Context: an optimization exercise on an open-source flow, tuned for small area and few clock cycles per item. The choices shown serve that exercise and are no tape-out recipe.
The RTL was checked by simulation tests, not by an equivalence proof against the original design.
No activity file was given, so power comes from the tool's default toggle rates.

==> run F: inputs <==
==> flow/design.v <==
`default_nettype none
package llc_pkg;
  localparam int unsigned addr_width   = 32;
  localparam int unsigned id_width     = 4;
  localparam int unsigned offset_width = 4;
  localparam int unsigned index_width  = 4;
  localparam int unsigned num_ways     = 4;
  localparam int unsigned tag_width    = addr_width - index_width - offset_width;
  localparam int unsigned num_sets     = 2 ** index_width;
  typedef logic [addr_width-1:0]  addr_t;
  typedef logic [id_width-1:0]    id_t;
  typedef logic [index_width-1:0] index_t;
  typedef logic [tag_width-1:0]   tag_t;
  typedef logic [num_ways-1:0]    way_ind_t;
  typedef struct packed {
    addr_t addr;
    id_t   id;
    logic  rw;
  } desc_in_t;
  typedef struct packed {
    addr_t    addr;
    id_t      id;
    logic     rw;
    way_ind_t way_ind;
    logic     refill;
    logic     evict;
    tag_t     evict_tag;
  } desc_out_t;
  typedef struct packed {
    index_t index;
    tag_t   tag;
    logic   dirty;
  } tag_req_t;
  typedef struct packed {
    way_ind_t way_ind;
    logic     hit;
    logic     evict;
    tag_t     evict_tag;
  } tag_res_t;
  typedef struct packed {
    index_t   index;
    way_ind_t way_ind;
  } lock_t;
endpackage
`default_nettype wire
`default_nettype none
module llc_tag_store
(
  input  logic              clk_i,
  input  logic              rst_n_i,
  input  llc_pkg::index_t   index_i,
  input  llc_pkg::tag_t     tag_i,
  input  logic              rw_i,
  output logic              can_update_o,
  output llc_pkg::tag_res_t res_o,
  input  logic              update_i
);
  llc_pkg::tag_t     ring_q  [llc_pkg::num_sets][llc_pkg::num_ways];
  llc_pkg::way_ind_t dirty_q [llc_pkg::num_sets];
  logic [2:0]        state_q [llc_pkg::num_sets];
  logic [1:0]        turn_q;
  logic              pw_valid_q;
  llc_pkg::index_t   pw_index_q;
  llc_pkg::tag_t     pw_tag_q;
  logic              pw_high_q;
  logic [2:0]        st;
  llc_pkg::way_ind_t set_valid;
  llc_pkg::way_ind_t set_dirty;
  llc_pkg::tag_t     row [llc_pkg::num_ways];
  llc_pkg::way_ind_t pos_match;
  llc_pkg::way_ind_t hit_vec;
  llc_pkg::way_ind_t vic_ind;
  logic [1:0]        vic_pos;
  logic              hit;
  logic              miss_now;
  logic              miss_later;
  logic              wr0;
  logic              wr2;
  llc_pkg::tag_t     wdata0;
  llc_pkg::tag_t     wdata2;
  llc_pkg::index_t   windex0;
  llc_pkg::index_t   windex2;
  assign st        = state_q[index_i];
  assign set_dirty = dirty_q[index_i];
  always_comb begin
    for (int p = 0; p < llc_pkg::num_ways; p++) begin
      row[p] = ring_q[index_i][p];
    end
  end
  always_comb begin
    for (int w = 0; w < llc_pkg::num_ways; w++) begin
      set_valid[w] = st[2] || (st[1:0] > 2'(w));
      vic_ind[w]   = (st[1:0] == 2'(w));
    end
    for (int p = 0; p < llc_pkg::num_ways; p++) begin
      pos_match[p] = (row[p] == tag_i);
    end
    for (int w = 0; w < llc_pkg::num_ways; w++) begin
      hit_vec[w] = set_valid[w] && pos_match[2'(w) + turn_q];
    end
  end
  assign hit     = |hit_vec;
  assign vic_pos = st[1:0] + turn_q;
  assign res_o.hit       = hit;
  assign res_o.way_ind   = hit ? hit_vec : vic_ind;
  assign res_o.evict     = !hit && st[2] && set_dirty[st[1:0]];
  assign res_o.evict_tag = row[vic_pos];
  assign miss_now   = !hit && vic_pos[0];
  assign miss_later = !hit && !vic_pos[0];
  assign can_update_o = !(pw_valid_q && ((pw_index_q == index_i)
                                         || (miss_now && (pw_high_q == !vic_pos[1]))));
  assign wr0     = (pw_valid_q && !pw_high_q) || (update_i && miss_now && vic_pos[1]);
  assign wr2     = (pw_valid_q &&  pw_high_q) || (update_i && miss_now && !vic_pos[1]);
  assign wdata0  = (pw_valid_q && !pw_high_q) ? pw_tag_q : tag_i;
  assign wdata2  = (pw_valid_q &&  pw_high_q) ? pw_tag_q : tag_i;
  assign windex0 = (pw_valid_q && !pw_high_q) ? pw_index_q : index_i;
  assign windex2 = (pw_valid_q &&  pw_high_q) ? pw_index_q : index_i;
  always_ff @(posedge clk_i) begin
    if (!rst_n_i) begin
      turn_q     <= '0;
      pw_valid_q <= 1'b0;
    end else begin
      turn_q     <= turn_q + 2'd1;
      pw_valid_q <= update_i && miss_later;
    end
  end
  always_ff @(posedge clk_i) begin
    pw_index_q <= index_i;
    pw_tag_q   <= tag_i;
    pw_high_q  <= !vic_pos[1];
  end
  always_ff @(posedge clk_i) begin
    for (int s = 0; s < llc_pkg::num_sets; s++) begin
      if (!rst_n_i) begin
        state_q[s] <= '0;
      end else if (update_i && !hit && (index_i == llc_pkg::index_t'(s))) begin
        state_q[s] <= (state_q[s] == 3'd7) ? 3'd4 : state_q[s] + 3'd1;
      end
    end
  end
  always_ff @(posedge clk_i) begin
    for (int s = 0; s < llc_pkg::num_sets; s++) begin
      ring_q[s][1] <= ring_q[s][0];
      ring_q[s][3] <= ring_q[s][2];
      ring_q[s][0] <= (wr0 && (windex0 == llc_pkg::index_t'(s))) ? wdata0 : ring_q[s][3];
      ring_q[s][2] <= (wr2 && (windex2 == llc_pkg::index_t'(s))) ? wdata2 : ring_q[s][1];
    end
  end
  always_ff @(posedge clk_i) begin
    for (int s = 0; s < llc_pkg::num_sets; s++) begin
      for (int w = 0; w < llc_pkg::num_ways; w++) begin
        if (update_i && (index_i == llc_pkg::index_t'(s))
            && ((!hit && vic_ind[w]) || (hit_vec[w] && rw_i))) begin
          dirty_q[s][w] <= rw_i;
        end
      end
    end
  end
endmodule
`default_nettype wire
`default_nettype none
module llc_lock_table
#(
  parameter int unsigned num_locks = 6
) (
  input  logic           clk_i,
  input  logic           rst_n_i,
  input  llc_pkg::lock_t lock_i,
  input  logic           lock_req_i,
  output logic           locked_o,
  input  llc_pkg::lock_t unlock_i,
  input  logic           unlock_valid_i
);
  typedef logic [llc_pkg::index_width+1:0] line_t;
  logic [num_locks-1:0] ent_valid_q;
  line_t                ent_q [num_locks];
  line_t                lock_line;
  line_t                unlock_line;
  llc_pkg::way_ind_t    set_locked;
  logic [num_locks-1:0] unlock_vec;
  logic [num_locks-1:0] free_vec;
  logic                 free_found;
  assign lock_line   = {lock_i.index,
                        lock_i.way_ind[3] | lock_i.way_ind[2],
                        lock_i.way_ind[3] | lock_i.way_ind[1]};
  assign unlock_line = {unlock_i.index,
                        unlock_i.way_ind[3] | unlock_i.way_ind[2],
                        unlock_i.way_ind[3] | unlock_i.way_ind[1]};
  always_comb begin
    set_locked = '0;
    free_found = 1'b0;
    for (int i = 0; i < num_locks; i++) begin
      if (ent_valid_q[i] && (ent_q[i][2 +: llc_pkg::index_width] == lock_i.index)) begin
        set_locked[ent_q[i][1:0]] = 1'b1;
      end
      unlock_vec[i] = unlock_valid_i && ent_valid_q[i] && (ent_q[i] == unlock_line);
      free_vec[i]   = !ent_valid_q[i] && !free_found;
      if (!ent_valid_q[i]) begin
        free_found = 1'b1;
      end
    end
  end
  assign locked_o = (|(set_locked & lock_i.way_ind)) || (&ent_valid_q);
  always_ff @(posedge clk_i) begin
    if (!rst_n_i) begin
      ent_valid_q <= '0;
    end else begin
      ent_valid_q <= (ent_valid_q & ~unlock_vec) | (lock_req_i ? free_vec : '0);
    end
  end
  always_ff @(posedge clk_i) begin
    for (int i = 0; i < num_locks; i++) begin
      if (lock_req_i && free_vec[i]) begin
        ent_q[i] <= lock_line;
      end
    end
  end
endmodule
`default_nettype wire
`default_nettype none
module llc_hit_miss_ctrl
(
  input  logic               clk_i,
  input  logic               rst_n_i,
  input  llc_pkg::desc_in_t  desc_i,
  input  logic               valid_i,
  output logic               ready_o,
  output llc_pkg::desc_out_t desc_o,
  output logic               hit_valid_o,
  input  logic               hit_ready_i,
  output logic               miss_valid_o,
  input  logic               miss_ready_i,
  output llc_pkg::index_t    index_o,
  output llc_pkg::tag_t      tag_o,
  output logic               rw_o,
  input  logic               can_update_i,
  input  llc_pkg::tag_res_t  tag_res_i,
  output logic               update_o,
  output llc_pkg::lock_t     lock_o,
  output logic               lock_req_o,
  input  logic               locked_i
);
  logic              busy_q;
  llc_pkg::desc_in_t desc_q;
  logic              out_valid;
  logic              xfer;
  assign index_o = desc_q.addr[llc_pkg::offset_width +: llc_pkg::index_width];
  assign tag_o   = desc_q.addr[llc_pkg::offset_width + llc_pkg::index_width +: llc_pkg::tag_width];
  assign rw_o    = desc_q.rw;
  assign desc_o.addr      = desc_q.addr;
  assign desc_o.id        = desc_q.id;
  assign desc_o.rw        = desc_q.rw;
  assign desc_o.way_ind   = tag_res_i.way_ind;
  assign desc_o.refill    = !tag_res_i.hit;
  assign desc_o.evict     = tag_res_i.evict;
  assign desc_o.evict_tag = tag_res_i.evict_tag;
  assign lock_o.index   = index_o;
  assign lock_o.way_ind = tag_res_i.way_ind;
  assign out_valid    = busy_q && !locked_i && can_update_i;
  assign hit_valid_o  = out_valid && tag_res_i.hit;
  assign miss_valid_o = out_valid && !tag_res_i.hit;
  assign xfer = (hit_valid_o && hit_ready_i) || (miss_valid_o && miss_ready_i);
  assign update_o   = xfer;
  assign lock_req_o = xfer;
  assign ready_o = !busy_q || xfer;
  always_ff @(posedge clk_i) begin
    if (!rst_n_i) begin
      busy_q <= 1'b0;
    end else if (valid_i && ready_o) begin
      busy_q <= 1'b1;
    end else if (xfer) begin
      busy_q <= 1'b0;
    end
  end
  always_ff @(posedge clk_i) begin
    if (valid_i && ready_o) begin
      desc_q <= desc_i;
    end
  end
endmodule
`default_nettype wire
`default_nettype none
module llc_hit_miss
#(
  parameter int unsigned num_locks = 6
) (
  input  logic               clk_i,
  input  logic               rst_n_i,
  input  llc_pkg::desc_in_t  desc_i,
  input  logic               valid_i,
  output logic               ready_o,
  output llc_pkg::desc_out_t desc_o,
  output logic               hit_valid_o,
  input  logic               hit_ready_i,
  output logic               miss_valid_o,
  input  logic               miss_ready_i,
  input  llc_pkg::lock_t     unlock_i,
  input  logic               unlock_valid_i
);
  llc_pkg::index_t   index;
  llc_pkg::tag_t     tag;
  logic              rw;
  logic              can_update;
  llc_pkg::tag_res_t tag_res;
  logic              update;
  llc_pkg::lock_t    lock;
  logic              lock_req;
  logic              locked;
  llc_hit_miss_ctrl u_ctrl (
    .clk_i        (clk_i),
    .rst_n_i      (rst_n_i),
    .desc_i       (desc_i),
    .valid_i      (valid_i),
    .ready_o      (ready_o),
    .desc_o       (desc_o),
    .hit_valid_o  (hit_valid_o),
    .hit_ready_i  (hit_ready_i),
    .miss_valid_o (miss_valid_o),
    .miss_ready_i (miss_ready_i),
    .index_o      (index),
    .tag_o        (tag),
    .rw_o         (rw),
    .can_update_i (can_update),
    .tag_res_i    (tag_res),
    .update_o     (update),
    .lock_o       (lock),
    .lock_req_o   (lock_req),
    .locked_i     (locked)
  );
  llc_tag_store u_tag_store (
    .clk_i    (clk_i),
    .rst_n_i  (rst_n_i),
    .index_i  (index),
    .tag_i    (tag),
    .rw_i     (rw),
    .can_update_o (can_update),
    .res_o    (tag_res),
    .update_i (update)
  );
  llc_lock_table #(
    .num_locks (num_locks)
  ) u_lock_table (
    .clk_i          (clk_i),
    .rst_n_i        (rst_n_i),
    .lock_i         (lock),
    .lock_req_i     (lock_req),
    .locked_o       (locked),
    .unlock_i       (unlock_i),
    .unlock_valid_i (unlock_valid_i)
  );
endmodule
`default_nettype wire
`default_nettype none
module llc_hit_miss_top
(
  input  logic        clk_i,
  input  logic        rst_n_i,
  input  logic [31:0] in_addr_i,
  input  logic [3:0]  in_id_i,
  input  logic        in_rw_i,
  input  logic        valid_i,
  output logic             ready_o,
  output logic [31:0]      out_addr_o,
  output logic [3:0]       out_id_o,
  output logic             out_rw_o,
  output logic [3:0]       out_way_ind_o,
  output logic             out_refill_o,
  output logic             out_evict_o,
  output logic [23:0]      out_evict_tag_o,
  output logic             hit_valid_o,
  input  logic        hit_ready_i,
  output logic             miss_valid_o,
  input  logic        miss_ready_i,
  input  logic [3:0]  unlock_index_i,
  input  logic [3:0]  unlock_way_ind_i,
  input  logic        unlock_valid_i
);
  llc_pkg::desc_in_t  desc_in;
  llc_pkg::desc_out_t desc_out;
  llc_pkg::lock_t     unlock;
  assign desc_in.addr = in_addr_i;
  assign desc_in.id   = in_id_i;
  assign desc_in.rw   = in_rw_i;
  assign unlock.index   = unlock_index_i;
  assign unlock.way_ind = unlock_way_ind_i;
  assign out_addr_o      = desc_out.addr;
  assign out_id_o        = desc_out.id;
  assign out_rw_o        = desc_out.rw;
  assign out_way_ind_o   = desc_out.way_ind;
  assign out_refill_o    = desc_out.refill;
  assign out_evict_o     = desc_out.evict;
  assign out_evict_tag_o = desc_out.evict_tag;
  llc_hit_miss #(
    .num_locks (6)
  ) u_hit_miss (
    .clk_i          (clk_i),
    .rst_n_i        (rst_n_i),
    .desc_i         (desc_in),
    .valid_i        (valid_i),
    .ready_o        (ready_o),
    .desc_o         (desc_out),
    .hit_valid_o    (hit_valid_o),
    .hit_ready_i    (hit_ready_i),
    .miss_valid_o   (miss_valid_o),
    .miss_ready_i   (miss_ready_i),
    .unlock_i       (unlock),
    .unlock_valid_i (unlock_valid_i)
  );
endmodule
`default_nettype wire
==> flow/run.sh <==
#!/bin/bash
# synth_recipe.tcl (not shown) runs the flow's synth.tcl, then flattens the netlist and writes it again
# the make line also repeats each setting of config.mk as NAME=value (left out here)
make -C /OpenROAD-flow-scripts/flow DESIGN_CONFIG=/design/flow/config.mk WORK_HOME=/design/flow/orfs CLKGATE_MAP_FILE= SYNTH_SCRIPT=/design/flow/synth_recipe.tcl finish
==> flow/config.mk <==
export PLATFORM = sky130hd
export DESIGN_NAME = llc_hit_miss_top
export DESIGN_NICKNAME = llc_hit_miss_top
export VERILOG_FILES = /design/flow/design.v
export SDC_FILE = /design/flow/constraint.sdc
export NUM_CORES = 4
export LEC_CHECK = 0
export CAP_MARGIN = 0
export CORE_MARGIN = 2
export CORE_UTILIZATION = 65
export CTS_CLUSTER_DIAMETER = 80
export CTS_CLUSTER_SIZE = 25
export SETUP_SLACK_MARGIN = 0.5
export SLEW_MARGIN = 0
==> flow/constraint.sdc <==
create_clock -name core_clock -period 10.0 [get_ports {clk_i}]
set_input_delay 2.0000 -clock core_clock [delete_from_list [all_inputs] [get_ports {clk_i}]]
set_output_delay 2.0000 -clock core_clock [all_outputs]
set_load 0.01 [all_outputs]
==> run X: changes against run F <==
==> flow/design.v, changed modules only <==
module llc_tag_store
(
  input  logic                  clk_i,
  input  logic                  rst_n_i,
  input  llc_pkg::index_t       index_i,
  input  llc_pkg::tag_t         tag_i,
  input  logic                  rw_i,
  output llc_pkg::tag_res_t     res_o,
  input  logic                  update_i
);
  llc_pkg::tag_t     tag_q   [llc_pkg::num_sets][llc_pkg::num_ways];
  llc_pkg::way_ind_t dirty_q [llc_pkg::num_sets];
  logic [2:0]        state_q [llc_pkg::num_sets];
  logic [2:0]        st;
  llc_pkg::way_ind_t set_valid;
  llc_pkg::way_ind_t set_dirty;
  llc_pkg::way_ind_t hit_vec;
  llc_pkg::tag_t     set_tag [llc_pkg::num_ways];
  llc_pkg::way_ind_t vic_ind;
  logic              hit;
  assign st        = state_q[index_i];
  always_comb begin
    for (int w = 0; w < llc_pkg::num_ways; w++) begin
      set_tag[w] = tag_q[index_i][w];
    end
  end
  assign set_dirty = dirty_q[index_i];
  always_comb begin
    for (int w = 0; w < llc_pkg::num_ways; w++) begin
      set_valid[w] = st[2] || (st[1:0] > 2'(w));
      hit_vec[w]   = set_valid[w] && (set_tag[w] == tag_i);
      vic_ind[w]   = (st[1:0] == 2'(w));
    end
  end
  assign hit = |hit_vec;
  assign res_o.hit       = hit;
  assign res_o.way_ind   = hit ? hit_vec : vic_ind;
  assign res_o.evict     = !hit && st[2] && set_dirty[st[1:0]];
  assign res_o.evict_tag = set_tag[st[1:0]];
  always_ff @(posedge clk_i) begin
    for (int s = 0; s < llc_pkg::num_sets; s++) begin
      if (!rst_n_i) begin
        state_q[s] <= '0;
      end else if (update_i && !hit && (index_i == llc_pkg::index_t'(s))) begin
        state_q[s] <= (state_q[s] == 3'd7) ? 3'd4 : state_q[s] + 3'd1;
      end
    end
  end
  always_ff @(posedge clk_i) begin
    for (int s = 0; s < llc_pkg::num_sets; s++) begin
      for (int w = 0; w < llc_pkg::num_ways; w++) begin
        if (update_i && (index_i == llc_pkg::index_t'(s))) begin
          if (!hit && vic_ind[w]) begin
            tag_q[s][w] <= tag_i;
          end
          if ((!hit && vic_ind[w]) || (hit_vec[w] && rw_i)) begin
            dirty_q[s][w] <= rw_i;
          end
        end
      end
    end
  end
endmodule
module llc_hit_miss_ctrl
(
  input  logic               clk_i,
  input  logic               rst_n_i,
  input  llc_pkg::desc_in_t  desc_i,
  input  logic               valid_i,
  output logic               ready_o,
  output llc_pkg::desc_out_t desc_o,
  output logic               hit_valid_o,
  input  logic               hit_ready_i,
  output logic               miss_valid_o,
  input  logic               miss_ready_i,
  output llc_pkg::index_t    index_o,
  output llc_pkg::tag_t      tag_o,
  output logic               rw_o,
  input  llc_pkg::tag_res_t  tag_res_i,
  output logic               update_o,
  output llc_pkg::lock_t     lock_o,
  output logic               lock_req_o,
  input  logic               locked_i
);
  logic              busy_q;
  llc_pkg::desc_in_t desc_q;
  logic              out_valid;
  logic              xfer;
  assign index_o = desc_q.addr[llc_pkg::offset_width +: llc_pkg::index_width];
  assign tag_o   = desc_q.addr[llc_pkg::offset_width + llc_pkg::index_width +: llc_pkg::tag_width];
  assign rw_o    = desc_q.rw;
  assign desc_o.addr      = desc_q.addr;
  assign desc_o.id        = desc_q.id;
  assign desc_o.rw        = desc_q.rw;
  assign desc_o.way_ind   = tag_res_i.way_ind;
  assign desc_o.refill    = !tag_res_i.hit;
  assign desc_o.evict     = tag_res_i.evict;
  assign desc_o.evict_tag = tag_res_i.evict_tag;
  assign lock_o.index   = index_o;
  assign lock_o.way_ind = tag_res_i.way_ind;
  assign out_valid    = busy_q && !locked_i;
  assign hit_valid_o  = out_valid && tag_res_i.hit;
  assign miss_valid_o = out_valid && !tag_res_i.hit;
  assign xfer = (hit_valid_o && hit_ready_i) || (miss_valid_o && miss_ready_i);
  assign update_o   = xfer;
  assign lock_req_o = xfer;
  assign ready_o = !busy_q || xfer;
  always_ff @(posedge clk_i) begin
    if (!rst_n_i) begin
      busy_q <= 1'b0;
    end else if (valid_i && ready_o) begin
      busy_q <= 1'b1;
    end else if (xfer) begin
      busy_q <= 1'b0;
    end
  end
  always_ff @(posedge clk_i) begin
    if (valid_i && ready_o) begin
      desc_q <= desc_i;
    end
  end
endmodule
module llc_hit_miss
#(
  parameter int unsigned num_locks = 6
) (
  input  logic               clk_i,
  input  logic               rst_n_i,
  input  llc_pkg::desc_in_t  desc_i,
  input  logic               valid_i,
  output logic               ready_o,
  output llc_pkg::desc_out_t desc_o,
  output logic               hit_valid_o,
  input  logic               hit_ready_i,
  output logic               miss_valid_o,
  input  logic               miss_ready_i,
  input  llc_pkg::lock_t     unlock_i,
  input  logic               unlock_valid_i
);
  llc_pkg::index_t   index;
  llc_pkg::tag_t     tag;
  logic              rw;
  llc_pkg::tag_res_t tag_res;
  logic              update;
  llc_pkg::lock_t    lock;
  logic              lock_req;
  logic              locked;
  llc_hit_miss_ctrl u_ctrl (
    .clk_i        (clk_i),
    .rst_n_i      (rst_n_i),
    .desc_i       (desc_i),
    .valid_i      (valid_i),
    .ready_o      (ready_o),
    .desc_o       (desc_o),
    .hit_valid_o  (hit_valid_o),
    .hit_ready_i  (hit_ready_i),
    .miss_valid_o (miss_valid_o),
    .miss_ready_i (miss_ready_i),
    .index_o      (index),
    .tag_o        (tag),
    .rw_o         (rw),
    .tag_res_i    (tag_res),
    .update_o     (update),
    .lock_o       (lock),
    .lock_req_o   (lock_req),
    .locked_i     (locked)
  );
  llc_tag_store u_tag_store (
    .clk_i    (clk_i),
    .rst_n_i  (rst_n_i),
    .index_i  (index),
    .tag_i    (tag),
    .rw_i     (rw),
    .res_o    (tag_res),
    .update_i (update)
  );
  llc_lock_table #(
    .num_locks (num_locks)
  ) u_lock_table (
    .clk_i          (clk_i),
    .rst_n_i        (rst_n_i),
    .lock_i         (lock),
    .lock_req_i     (lock_req),
    .locked_o       (locked),
    .unlock_i       (unlock_i),
    .unlock_valid_i (unlock_valid_i)
  );
endmodule
==> summary.txt <==
DR WL met2: run F 116 mm; run X 113 mm
Synthesized-area fraction occupied by ao, oa, aoi and oai cells: run F 13.2%; run X 11.0%
Final clock-cell share: run F 3.19%; run X 2.89%
Maximum vdd drop: run F 0.194 mV; run X 0.160 mV
Largest clock skew in the final design: run F 47.6 ps; run X 29.8 ps
Sequential Power Share: run F 58.3%; run X 60.2%
Leading register cell type out of synthesis: run F dfxtp_1; run X edfxtp_1
Cell type of the slowest stage on the worst timing path: run F a2111oi_1; run X nor2_1
Ratio of final minimum period to clock period: run F 96.5%; run X 94.6%
Total clock buffers created by CTS: run F 82; run X 81
Number of enable-type register cells in the synthesized netlist: run F 137; run X 1673
Critical Path AT: run F 7650 ps; run X 7460 ps
Maximum number of pins on one net before global-route repair: run F 71; run X 102
Number of multi-input combinational cells: run F 3461; run X 2576
Die outline height: run F 326 um; run X 336 um
Post-synthesis share of cell area spent on full adders, half adders and majority gates: run F 0.315%; run X 0.280%
Fraction of area in multi-input gates: run F 38.9%; run X 24.0%
Post-route standard cell area excluding fillers: run F 73800 um^2; run X 77800 um^2
Worst-case register-to-register setup slack: run F 1710 ps; run X 1790 ps
Signal buffers: run F 433; run X 412
Run status: run F finished with violations; run X timing/DRC/antenna clean
Reasons for failing layout checks: run F capacitance limit, slew limit; run X -
Worst slack on hold paths: run F 336 ps; run X 502 ps
Combinational share of power: run F 12.2%; run X 11.3%
First-pass iteration count of the detailed router: run F 10; run X 9
Count of distinct cell types in the synthesized netlist: run F 113; run X 105
Seq cells post-synth: run F 1760; run X 1728
Worst-path maximum fanout: run F 31; run X 74
Testbench counts of run F, summed over its fixed seeds: cycles 39,457, items 24,000.
Testbench counts of run X, summed over its fixed seeds: cycles 38,282, items 24,000.

-- port drivers added, routing unchanged --
Ports are ideal in the flow. The routed layouts listed here were re-timed in OpenROAD.
Step 1: set_driving_cell puts a clkbuf_16 on clk_i and a buf_2 on each other input, an assumption about the parent block.
Step 2 adds t to the input delays and takes it off the output delays; t is the mean of the earliest and latest rising clock arrival at the registers after step 1. Input paths then give back, and output paths get back, about the clock's delay inside the block.
Three values: ideal, step 1, step 2; two values: the first two.
run	t, ns	slack for setup (ns)	latest minus earliest clock arrival (ns)	slew at the worst register clock pin (ns)	pins driven straight from the clock port
run F	0.808	0.346 / 0.264 / 1.072	0.047 / 0.048	0.11 / 0.11	1
run X	0.810	0.535 / 0.452 / 1.262	0.030 / 0.029	0.11 / 0.11	1
